This is an optimization exercise on Yosys and OpenROAD, whose aim is small area, not a production implementation. RTL that was checked went through simulation tests only; none was proved equivalent to the original. The clock input has no modelled driver; a real chip could not lean on it and would need a root buffer or a full tree. Power is estimated from default activity; no workload was simulated.

## white_ball_motion
module white_ball_motion (
	input  logic                     clk,
	input  logic                     resetN,
	input  logic                     start_of_frame,
	input  logic                     hit,
	input  logic                     can_cont,
	input  logic [11-1:0] cursor_x,
	input  logic [11-1:0] cursor_y,
	input  logic [4-1:0] power,
	input  logic                     pocket,
	input  logic                     fast_gift,
	input  logic                     slow_gift,
	output logic signed [12-1:0] pos_x,
	output logic signed [12-1:0] pos_y,
	output logic signed [16-1:0] speed_x,
	output logic signed [16-1:0] speed_y,
	output logic                     moving
);
clock: 10.0 ns
lec_check: 0
cap_margin: 20
core_margin: 2
core_utilization: 40
cts_buf_list: sky130_fd_sc_hd__clkbuf_4 sky130_fd_sc_hd__clkbuf_8
place_density: 0.8
slew_margin: 20
standard.sh (not shown) runs the stock make flow with config.mk's settings and CLKGATE_MAP_FILE= SYNTH_SCRIPT=/design/flow/synth_recipe.tcl, a recipe that flattens the netlist after the stock synthesis.
==> flow/flow/run.sh <==
#!/bin/bash
# Own layout flow: the standard ORFS flow with
#  - no ABC pass inside yosys synth before the adder extraction, and an
#    area-oriented ABC script for the combinational mapping (registers
#    are untouched: same synthesis script, same flops and names),
#  - the smallest buffer for the port buffers,
#  - a small hand-built clock tree (flow/mytree.tcl): one root buffer and
#    eight leaf buffers, balanced by construction.
set -euo pipefail
here=$(pwd)
rm -rf "$here/abc_scripts"
cp -r "$FLOW_HOME/scripts" "$here/abc_scripts"
cp "$here/flow/abc_area.script" "$here/abc_scripts/abc_area.script"
bash standard.sh SCRIPTS_DIR="$here/abc_scripts" ABC_AREA=1 SYNTH_ARGS=-noabc synth > "$here/synth.log" 2>&1
bash standard.sh \
  'BUFFER_PORTS_ARGS=-buffer_cell sky130_fd_sc_hd__buf_1' \
  "PRE_CTS_TCL=$here/flow/mytree.tcl" \
  finish > "$here/layout.log" 2>&1
==> flow/flow/abc_area.script <==
strash
&get -n
&deepsyn -T 60
&put
dch -f
amap
topo
stime -c
buffer -c
upsize -c
dnsize -c
Other scripts of this flow, unchanged in this note and not shown: flow/flow/mytree.tcl
Then changed:
==> flow/flow/abc_area.script (replaced) <==
strash
&get -n
&deepsyn -T 60
&put
dch -f
amap
topo
What happened:
- The changed run finished with timing, DRC and antenna clean
- clock skew went down by 0.0031 ns
- routed wire length decreases by 6.7%
- sequential power hardly moves
- fmax stays flat
Then changed:
- PLACE_DENSITY: 0.8 -> default
Worst hold slack gets better by 0.014 ns.
Setup slack gets better by 0.029 ns.
Power climbs by 1.5%.
Cell area is about the same.
Core utilization climbs by 0.11 points.
Via count drops by 2.8%.
Synthesized area does not change.
Register-to-register slack gets better by 0.06 ns.
Routed wire length climbs by 2.7%.
Sequential power is about the same.
In every run of this note, the design's own scripts or RTL, not TritonCTS, make the clock network.

PW:
The RTL this note starts from:
==> flow/design.v <==
`default_nettype none
package ball_pkg;
	function automatic logic [18:0] wb_add18(input logic [17:0] a, input logic [17:0] b, input logic cin);
		logic c;
		c = cin;
		for (int i = 0; i < 18; i++) begin
			wb_add18[i] = a[i] ^ b[i] ^ c;
			c = (a[i] & b[i]) | (c & (a[i] ^ b[i]));
		end
		wb_add18[18] = c;
	endfunction
endpackage
`default_nettype wire
`timescale 1ns/10ps
`default_nettype none
module wb_axis #(
	parameter logic [17:0] START_RAW = 18'd0,
	parameter int          HIGH_EDGE = 0
) (
	input  logic        clk,
	input  logic        resetN,
	input  logic        pocket,
	input  logic        sof,
	input  logic        shot_valid,
	input  logic        slow_gift,
	input  logic        fast_gift,
	input  logic [12:0] shot,
	input  logic        dec,
	output logic [17:0] p_q,
	output logic [15:0] v_q
);
	logic [1:0]  blk_q;
	logic        s;
	logic        at_cushion, bounce;
	logic        stop_v;
	logic        fric;
	logic [15:0] r;
	logic [18:0] sum;
	logic [17:0] p_add;
	assign s = v_q[15];
	assign fric = sof & dec;
	assign at_cushion = ($signed(p_q) <= $signed(18'(30*64))) || ($signed(p_q) >= $signed(18'(HIGH_EDGE)));
	assign bounce = at_cushion && blk_q == 2'd0 && !pocket && !sof && !shot_valid && !slow_gift && !fast_gift;
	assign stop_v = (v_q[15:3] == 13'd0 && !(v_q[2] && v_q[1:0] != 2'd0)) || (v_q[15:2] == 14'h3fff);
	always_comb begin
		sum = ball_pkg::wb_add18({{2{s}}, v_q},
			{2'b00, {14{(fric & ~s) | bounce}}, (fric & s) | bounce, fric | bounce},
			!sof & slow_gift & s);
		r   = sum[15:0];
	end
	logic sel_r, sel_nr, sel_h, sel_f, sel_s;
	logic [15:0] v_next;
	assign sel_s  = !pocket && !sof && shot_valid;
	assign sel_h  = !pocket && !sof && !shot_valid && slow_gift;
	assign sel_f  = !pocket && !sof && !shot_valid && !slow_gift && fast_gift;
	assign sel_nr = bounce;
	assign sel_r  = !pocket && (sof ? !stop_v : (!shot_valid && !slow_gift && !fast_gift && !bounce));
	assign v_next = ({16{sel_r}} & r) | ({16{sel_nr}} & ~r) | ({16{sel_h}} & {r[15], r[15:1]}) |
	                ({16{sel_f}} & {v_q[14:0], 1'b0}) | ({16{sel_s}} & {{3{shot[12]}}, shot});
	assign p_add = ball_pkg::wb_add18(p_q, {{2{s}}, v_q} & {18{sof}}, 1'b0);
	always_ff @(posedge clk or negedge resetN) begin
		if (!resetN) begin
			p_q   <= START_RAW;
			v_q   <= '0;
			blk_q <= '0;
		end else begin
			if (pocket) begin
				p_q <= START_RAW;
			end else begin
				p_q <= p_add[17:0];
			end
			v_q <= v_next;
			if (bounce) blk_q <= 2'd1;
			else if (sof && blk_q != 2'd0) blk_q <= blk_q + 2'd1;
		end
	end
endmodule
module white_ball_motion (
	input  logic                     clk,
	input  logic                     resetN,
	input  logic                     start_of_frame,
	input  logic                     hit,
	input  logic                     can_cont,
	input  logic [11-1:0] cursor_x,
	input  logic [11-1:0] cursor_y,
	input  logic [4-1:0] power,
	input  logic                     pocket,
	input  logic                     fast_gift,
	input  logic                     slow_gift,
	output logic signed [12-1:0] pos_x,
	output logic signed [12-1:0] pos_y,
	output logic signed [16-1:0] speed_x,
	output logic signed [16-1:0] speed_y,
	output logic                     moving
);
	logic [17:0] px, py;
	logic [15:0] vx, vy;
	logic        req_level_q, req_q, shot_valid_q;
	logic        req_d;
	logic [12:0] xr_q, mr_q;    
	logic [3:0]  pow_q;
	logic [18:0] dx_s, dy_s;
	logic [12:0] m_d;
	logic [3:0]  m_p;
	logic [12:0] row0, row1, row2, row3;
	logic [18:0] acc1, acc2, acc3;
	logic [12:0] prod;
	logic        ovf, pos_ovf, neg_ovf;
	logic [12:0] m_sat;
	assign req_d = hit & can_cont & ~req_level_q;
	assign dx_s = ball_pkg::wb_add18({{6{px[17]}}, px[17:6]}, {7'h7f, ~cursor_x}, 1'b1);
	assign dy_s = ball_pkg::wb_add18({{6{py[17]}}, py[17:6]}, {7'h7f, ~cursor_y}, 1'b1);
	assign m_d = mr_q;
	assign m_p = pow_q;
	assign row0 = m_d & {13{m_p[0]}};
	assign row1 = {m_d[11:0], 1'b0} & {13{m_p[1]}};
	assign row2 = {m_d[10:0], 2'b0} & {13{m_p[2]}};
	assign row3 = {m_d[9:0], 3'b0} & {13{m_p[3]}};
	assign acc1 = ball_pkg::wb_add18({5'd0, row0}, {5'd0, row1}, 1'b0);
	assign acc2 = ball_pkg::wb_add18({5'd0, acc1[12:0]}, {5'd0, row2}, 1'b0);
	assign acc3 = ball_pkg::wb_add18({5'd0, acc2[12:0]}, {5'd0, row3}, 1'b0);
	assign prod = acc3[12:0];
	assign ovf = (m_p[1] && m_d[12] != m_d[11]) ||
	             (m_p[2] && m_d[12:10] != {3{m_d[12]}}) ||
	             (m_p[3] && m_d[12:9] != {4{m_d[12]}}) ||
	             (row0[12] == row1[12] && acc1[12] != row0[12]) ||
	             (acc1[12] == row2[12] && acc2[12] != acc1[12]) ||
	             (acc2[12] == row3[12] && acc3[12] != acc2[12]);
	assign pos_ovf = !m_d[12] && ovf;
	assign neg_ovf = m_d[12] && (ovf || prod == 13'h1000);
	assign m_sat   = (pos_ovf || neg_ovf) ? {neg_ovf, {11{pos_ovf}}, 1'b1} : prod;
	always_ff @(posedge clk or negedge resetN) begin
		if (!resetN) begin
			req_level_q  <= 1'b0;
			req_q        <= 1'b0;
			shot_valid_q <= 1'b0;
		end else begin
			req_level_q  <= hit & can_cont;
			req_q        <= req_d;
			shot_valid_q <= req_q;
		end
	end
	always_ff @(posedge clk) begin
		xr_q <= req_q ? m_sat : dx_s[12:0];
		mr_q <= req_q ? xr_q : dy_s[12:0];
		if (req_d) pow_q <= power;
	end
	logic        sx, same;
	logic [18:0] t;
	logic        t_neg, t_zero;
	logic        dec_x, dec_y, dec_x_q, dec_y_q;
	assign sx     = vx[15];
	assign same   = vx[15] ~^ vy[15];
	assign t      = ball_pkg::wb_add18({3'b000, vx[14:0]}, {3'b000, vy[14:0] ^ {15{same}}}, same);
	assign t_neg  = !t[15];
	assign t_zero = t[15] && t[14:0] == 15'd0;
	assign dec_x  = sx ? (t_neg || t_zero) : !t_neg;
	assign dec_y  = sx ? !t_neg : (t_neg || t_zero);
	wb_axis #(
		.START_RAW (18'(280 * 64)),
		.HIGH_EDGE ((639 - 62) * 64)
	) u_x (
		.clk (clk), .resetN (resetN), .pocket (pocket), .sof (start_of_frame),
		.shot_valid (shot_valid_q), .slow_gift (slow_gift), .fast_gift (fast_gift),
		.shot (m_sat), .dec (dec_x_q), .p_q (px), .v_q (vx)
	);
	wb_axis #(
		.START_RAW (18'(185 * 64)),
		.HIGH_EDGE ((479 - 62) * 64)
	) u_y (
		.clk (clk), .resetN (resetN), .pocket (pocket), .sof (start_of_frame),
		.shot_valid (shot_valid_q), .slow_gift (slow_gift), .fast_gift (fast_gift),
		.shot (xr_q), .dec (dec_y_q), .p_q (py), .v_q (vy)
	);
	always_ff @(posedge clk or negedge resetN) begin
		if (!resetN) begin
			speed_x <= '0;
			speed_y <= '0;
			dec_x_q <= 1'b1;
			dec_y_q <= 1'b1;
		end else begin
			speed_x <= vx;
			speed_y <= vy;
			dec_x_q <= dec_x;
			dec_y_q <= dec_y;
		end
	end
	assign pos_x  = px[17:6];
	assign pos_y  = py[17:6];
	assign moving = |{speed_x, speed_y};
endmodule
`default_nettype wire
clock: 10.0 ns
lec_check: 0
cap_margin: 20
core_margin: 2
core_utilization: 40
cts_buf_list: sky130_fd_sc_hd__clkbuf_4 sky130_fd_sc_hd__clkbuf_8
place_density: 0.8
slew_margin: 20
==> flow/flow/run.sh <==
#!/bin/bash
# Own layout flow: the standard ORFS flow with
#  - no ABC pass inside yosys synth before the adder extraction, and an
#    area-oriented ABC script for the combinational mapping (registers
#    are untouched: same synthesis script, same flops and names),
#  - the smallest buffer for the port buffers,
#  - a small hand-built clock tree (flow/mytree.tcl): one root buffer and
#    eight leaf buffers, balanced by construction.
set -euo pipefail
here=$(pwd)
rm -rf "$here/abc_scripts"
cp -r "$FLOW_HOME/scripts" "$here/abc_scripts"
cp "$here/flow/abc_area.script" "$here/abc_scripts/abc_area.script"
bash standard.sh SCRIPTS_DIR="$here/abc_scripts" ABC_AREA=1 SYNTH_ARGS=-noabc synth > "$here/synth.log" 2>&1
bash standard.sh \
  'BUFFER_PORTS_ARGS=-buffer_cell sky130_fd_sc_hd__buf_1' \
  "PRE_CTS_TCL=$here/flow/mytree.tcl" \
  "PRE_GLOBAL_PLACE_TCL=$here/flow/gpl_hook.tcl" \
  finish > "$here/layout.log" 2>&1
==> flow/flow/gpl_hook.tcl <==
# Used as PRE_GLOBAL_PLACE_TCL by run.sh: the timing-driven placement's
# buffering uses the small buffers only.
set_dont_use [get_lib_cells {sky130_fd_sc_hd__buf_4 sky130_fd_sc_hd__buf_6 sky130_fd_sc_hd__buf_8 sky130_fd_sc_hd__buf_12 sky130_fd_sc_hd__buf_16}]
Other scripts of this flow, unchanged in this note and not shown: flow/flow/abc_area.script, flow/flow/mytree.tcl
#### Input delta (MS over PW)
# PW
export LEC_CHECK = 0
export CAP_MARGIN = 20
export CORE_MARGIN = 2
export CORE_UTILIZATION = 40
export CTS_BUF_LIST = sky130_fd_sc_hd__clkbuf_4 sky130_fd_sc_hd__clkbuf_8
export PLACE_DENSITY = 0.8
export SLEW_MARGIN = 20
create_clock -name core_clock -period 10.0 [get_ports {clk}]
# MS
export LEC_CHECK = 0
export CAP_MARGIN = 20
export CORE_MARGIN = 2
export CORE_UTILIZATION = 60
export CTS_BUF_LIST = sky130_fd_sc_hd__clkbuf_4 sky130_fd_sc_hd__clkbuf_8
export PLACE_DENSITY = 0.75
export SLEW_MARGIN = 20
create_clock -name core_clock -period 10.0 [get_ports {clk}]
--- a/flow/flow/run.sh
+++ b/flow/flow/run.sh
@@ -18 +17,0 @@
-  "PRE_GLOBAL_PLACE_TCL=$here/flow/gpl_hook.tcl" \
removed: flow/flow/gpl_hook.tcl
==> summary.txt <==
- Across MS and PW, the outcome is the same: a clean finish for every run.
- Re sequential share of layout area: MS is 0.54 points up on PW.
- Relative to PW, maximum frequency decreased by about 1.3% in MS.
- Per the comparison of MS with PW, fraction of power spent switching nets held, area of the core saw a decrease.
- MS: internal power is 1.1% higher than what PW reported.
- In MS, the worst hold slack across all endpoints came out 0.028 ns above the value in PW.
- Relative to PW, the global-route wire length before repair measured on MS has increased by a few percent.
- Delta (MS minus PW): clock network latency to the later pin of the worst-skew pair ~0 delta; filler-free cell count of the finished design moved down.
No run of this note takes its clock network from TritonCTS; it comes from the design's own scripts or RTL.

RTL: the design.v shown in full above, as it stands there.
clock: 10.0 ns
lec_check: 0
cap_margin: 20
core_margin: 2
core_utilization: 40
cts_buf_list: sky130_fd_sc_hd__clkbuf_4 sky130_fd_sc_hd__clkbuf_8
slew_margin: 20
==> flow/flow/run.sh <==
#!/bin/bash
# Own layout flow: the standard ORFS flow with
#  - no ABC pass inside yosys synth before the adder extraction, and an
#    area-oriented ABC script for the combinational mapping (registers
#    are untouched: same synthesis script, same flops and names),
#  - the smallest buffer for the port buffers,
#  - a small hand-built clock tree (flow/mytree.tcl): one root buffer and
#    eight leaf buffers, balanced by construction.
set -euo pipefail
here=$(pwd)
rm -rf "$here/abc_scripts"
cp -r "$FLOW_HOME/scripts" "$here/abc_scripts"
cp "$here/flow/abc_area.script" "$here/abc_scripts/abc_area.script"
bash standard.sh SCRIPTS_DIR="$here/abc_scripts" ABC_AREA=1 SYNTH_ARGS=-noabc synth > "$here/synth.log" 2>&1
bash standard.sh \
  'BUFFER_PORTS_ARGS=-buffer_cell sky130_fd_sc_hd__buf_1' \
  "PRE_CTS_TCL=$here/flow/mytree.tcl" \
  finish > "$here/layout.log" 2>&1
Other scripts of this flow, unchanged in this note and not shown: flow/flow/abc_area.script, flow/flow/mytree.tcl
The starting point went through all stages and came out clean.
Then changed:
PLACE_DENSITY = 0.8   (was unset)
- hold slack loses 0.0055 ns
- die area does not change
- sequential cell count is unchanged
No run of this note takes its clock network from TritonCTS; it comes from the design's own scripts or RTL.

white_ball_motion, a different RTL version from the one above (not shown whole).
Size: about 960 cells after synthesis, roughly 140 flip-flops, ~9700 sq um of cells after synthesis.
==> flow/config.mk <==
export PLATFORM = sky130hd
export DESIGN_NAME = white_ball_motion
export DESIGN_NICKNAME = white_ball_motion
export VERILOG_FILES = /design/flow/design.v
export SDC_FILE = /design/flow/constraint.sdc
export NUM_CORES = 4
export LEC_CHECK = 0
export CAP_MARGIN = 20
export CORE_MARGIN = 2
export CORE_UTILIZATION = 40
export CTS_BUF_LIST = sky130_fd_sc_hd__clkbuf_4 sky130_fd_sc_hd__clkbuf_8
export GPL_TIMING_DRIVEN = 0
export SLEW_MARGIN = 20
==> flow/constraint.sdc <==
create_clock -name core_clock -period 10.0 [get_ports {clk}]
set_input_delay 2.0000 -clock core_clock [delete_from_list [all_inputs] [get_ports {clk}]]
set_output_delay 2.0000 -clock core_clock [all_outputs]
set_load 0.01 [all_outputs]
==> flow/flow/run.sh <==
#!/bin/bash
# Own layout flow: the standard ORFS flow with
#  - an area-oriented ABC script for the combinational mapping (registers
#    are untouched: same synthesis script, same flops and names),
#  - the smallest buffer for the port buffers,
#  - small clock buffers and no CTS dummy loads.
set -euo pipefail
here=$(pwd)
rm -rf "$here/abc_scripts"
cp -r "$FLOW_HOME/scripts" "$here/abc_scripts"
cp "$here/flow/abc_area.script" "$here/abc_scripts/abc_area.script"
bash standard.sh SCRIPTS_DIR="$here/abc_scripts" ABC_AREA=1 synth > "$here/synth.log" 2>&1
bash standard.sh \
  'BUFFER_PORTS_ARGS=-buffer_cell sky130_fd_sc_hd__buf_1' \
  'CTS_ARGS=-sink_clustering_enable -repair_clock_nets -buf_list {sky130_fd_sc_hd__clkbuf_4 sky130_fd_sc_hd__clkbuf_8} -sink_clustering_size 20 -dont_use_dummy_load' \
  finish > "$here/layout.log" 2>&1
==> flow/flow/abc_area.script <==
strash
&get -n
&deepsyn -T 60
&put
dch -f
map -a
topo
Change:
--- a/flow/flow/run.sh
+++ b/flow/flow/run.sh
@@ -13,4 +13,4 @@
 bash standard.sh \
   'BUFFER_PORTS_ARGS=-buffer_cell sky130_fd_sc_hd__buf_1' \
-  'CTS_ARGS=-sink_clustering_enable -repair_clock_nets -buf_list {sky130_fd_sc_hd__clkbuf_4 sky130_fd_sc_hd__clkbuf_8} -sink_clustering_size 20 -dont_use_dummy_load' \
+  'CTS_ARGS=-repair_clock_nets -buf_list {sky130_fd_sc_hd__clkbuf_8 sky130_fd_sc_hd__clkbuf_16} -sink_buffer_max_cap_derate 1.0 -dont_use_dummy_load' \
   finish > "$here/layout.log" 2>&1
Settings changed: GPL_TIMING_DRIVEN 0 to default.
What happened: Final cell count shrinks by 2.3%. Global-route usage grows by 0.27 points. Sequential power barely changes. Area after synthesis stays the same. Cell area shrinks by about 2%. Die area stays the same. Critical path depth does not change. Routed wire length shrinks by about 0.8%.
Change:
--- a/flow/flow/run.sh
+++ b/flow/flow/run.sh
@@ -13,4 +13,4 @@
 bash standard.sh \
   'BUFFER_PORTS_ARGS=-buffer_cell sky130_fd_sc_hd__buf_1' \
-  'CTS_ARGS=-repair_clock_nets -buf_list {sky130_fd_sc_hd__clkbuf_8 sky130_fd_sc_hd__clkbuf_16} -sink_buffer_max_cap_derate 1.0 -dont_use_dummy_load' \
+  'CTS_ARGS=-sink_clustering_enable -repair_clock_nets -buf_list {sky130_fd_sc_hd__clkbuf_4 sky130_fd_sc_hd__clkbuf_8} -dont_use_dummy_load' \
   finish > "$here/layout.log" 2>&1
Result: Register-to-register slack is worse by 0.06 ns. Routed wire length grows by 0.49%. Die area does not change. Total power shrinks by 4.1%. Via count stays flat. Design area shrinks by 1.6%. Combinational power hardly moves. Clock skew grows by 0.010 ns. Final cell count is about the same.
Change:
--- a/flow/flow/run.sh
+++ b/flow/flow/run.sh
@@ -13,4 +13,4 @@
 bash standard.sh \
   'BUFFER_PORTS_ARGS=-buffer_cell sky130_fd_sc_hd__buf_1' \
-  'CTS_ARGS=-sink_clustering_enable -repair_clock_nets -buf_list {sky130_fd_sc_hd__clkbuf_4 sky130_fd_sc_hd__clkbuf_8} -dont_use_dummy_load' \
+  'CTS_ARGS=-sink_clustering_enable -repair_clock_nets -buf_list {sky130_fd_sc_hd__clkbuf_8} -sink_clustering_size 30 -sink_clustering_max_diameter 200 -dont_use_dummy_load' \
   finish > "$here/layout.log" 2>&1
Outcome: Count of clock-buffer cells in the layout is unchanged; worst hold slack is unchanged; core utilization stays the same; power is unchanged; routed wire length stays the same; via count does not change; non-clock buffer count stays the same; sequential power stays flat; global-route usage does not change.
Change:
--- a/flow/flow/run.sh
+++ b/flow/flow/run.sh
@@ -13,4 +13,4 @@
 bash standard.sh \
   'BUFFER_PORTS_ARGS=-buffer_cell sky130_fd_sc_hd__buf_1' \
-  'CTS_ARGS=-sink_clustering_enable -repair_clock_nets -buf_list {sky130_fd_sc_hd__clkbuf_8} -sink_clustering_size 30 -sink_clustering_max_diameter 200 -dont_use_dummy_load' \
+  'CTS_ARGS=-sink_clustering_enable -repair_clock_nets -buf_list {sky130_fd_sc_hd__clkbuf_16} -sink_clustering_size 40 -sink_clustering_max_diameter 300 -dont_use_dummy_load' \
   finish > "$here/layout.log" 2>&1
=>
- The new run finished with timing, DRC and antenna clean
- hold slack is about the same
- wire length shrinks by about 0.43%
- count of clock-buffer cells in the layout does not change
- design area grows by about 1.8%
- synthesized cell count is unchanged
- area after synthesis stays the same
- flip-flop and latch count stays the same
No run of this note included a check of the RTL's function; only the layout flow was run.

## afterwards: timing with drivers on the ports
No port has a modelled driver above. Below, the same layouts with a new extraction and two added sets of constraints. Step 1: set_driving_cell puts a clkbuf_16 on clk and a buf_2 on each other input, an assumption about the parent block. Step 2 adds t to the input delays and takes it off the output delays; t is the mean of the earliest and latest rising clock arrival at the registers after step 1. Input paths then give back, and output paths get back, about the clock's delay inside the block. a / b / c = no drivers / after step 1 / after step 2; a / b = the first two.
| run | t, ns | slack for setup (ns) | worst setup path at the end | pins driven straight from the clock port |
|---|---|---|---|---|
| the first run of note 1 | 0.456 | 0.358 / 0.375 / -0.081 | input to register | 1 |
| the second run of note 1 | 0.461 | 0.339 / 0.357 / -0.104 | input to register | 1 |
| the third run of note 1 | 0.479 | 0.368 / 0.381 / -0.097 | input to register | 1 |
| PW | 0.460 | 0.471 / 0.479 / 0.019 | input to register | 1 |
| MS | 0.463 | 0.341 / 0.350 / -0.112 | input to register | 1 |
| the first run of note 3 | 0.473 | 0.456 / 0.471 / -0.002 | input to register | 1 |
| the second run of note 3 | 0.463 | 0.406 / 0.413 / -0.050 | input to register | 1 |
| the first run of note 4 | 0.482 | 0.298 / 0.316 / -0.166 | input to register | 1 |
| the second run of note 4 | 0.568 | 0.538 / 0.553 / -0.014 | input to register | 1 |
| the third run of note 4 | 0.482 | 0.475 / 0.490 / 0.008 | input to register | 1 |
| the fourth run of note 4 | 0.482 | 0.475 / 0.490 / 0.008 | input to register | 1 |
| the fifth run of note 4 | 0.457 | 0.556 / 0.574 / 0.117 | input to register | 1 |
With both steps, setup timing fails in 8 of these runs, where it was met with ideal ports. The setup slack of the second run of note 4, which loses most, moves by +0.015 ns with the drivers and by -0.552 ns with both steps.
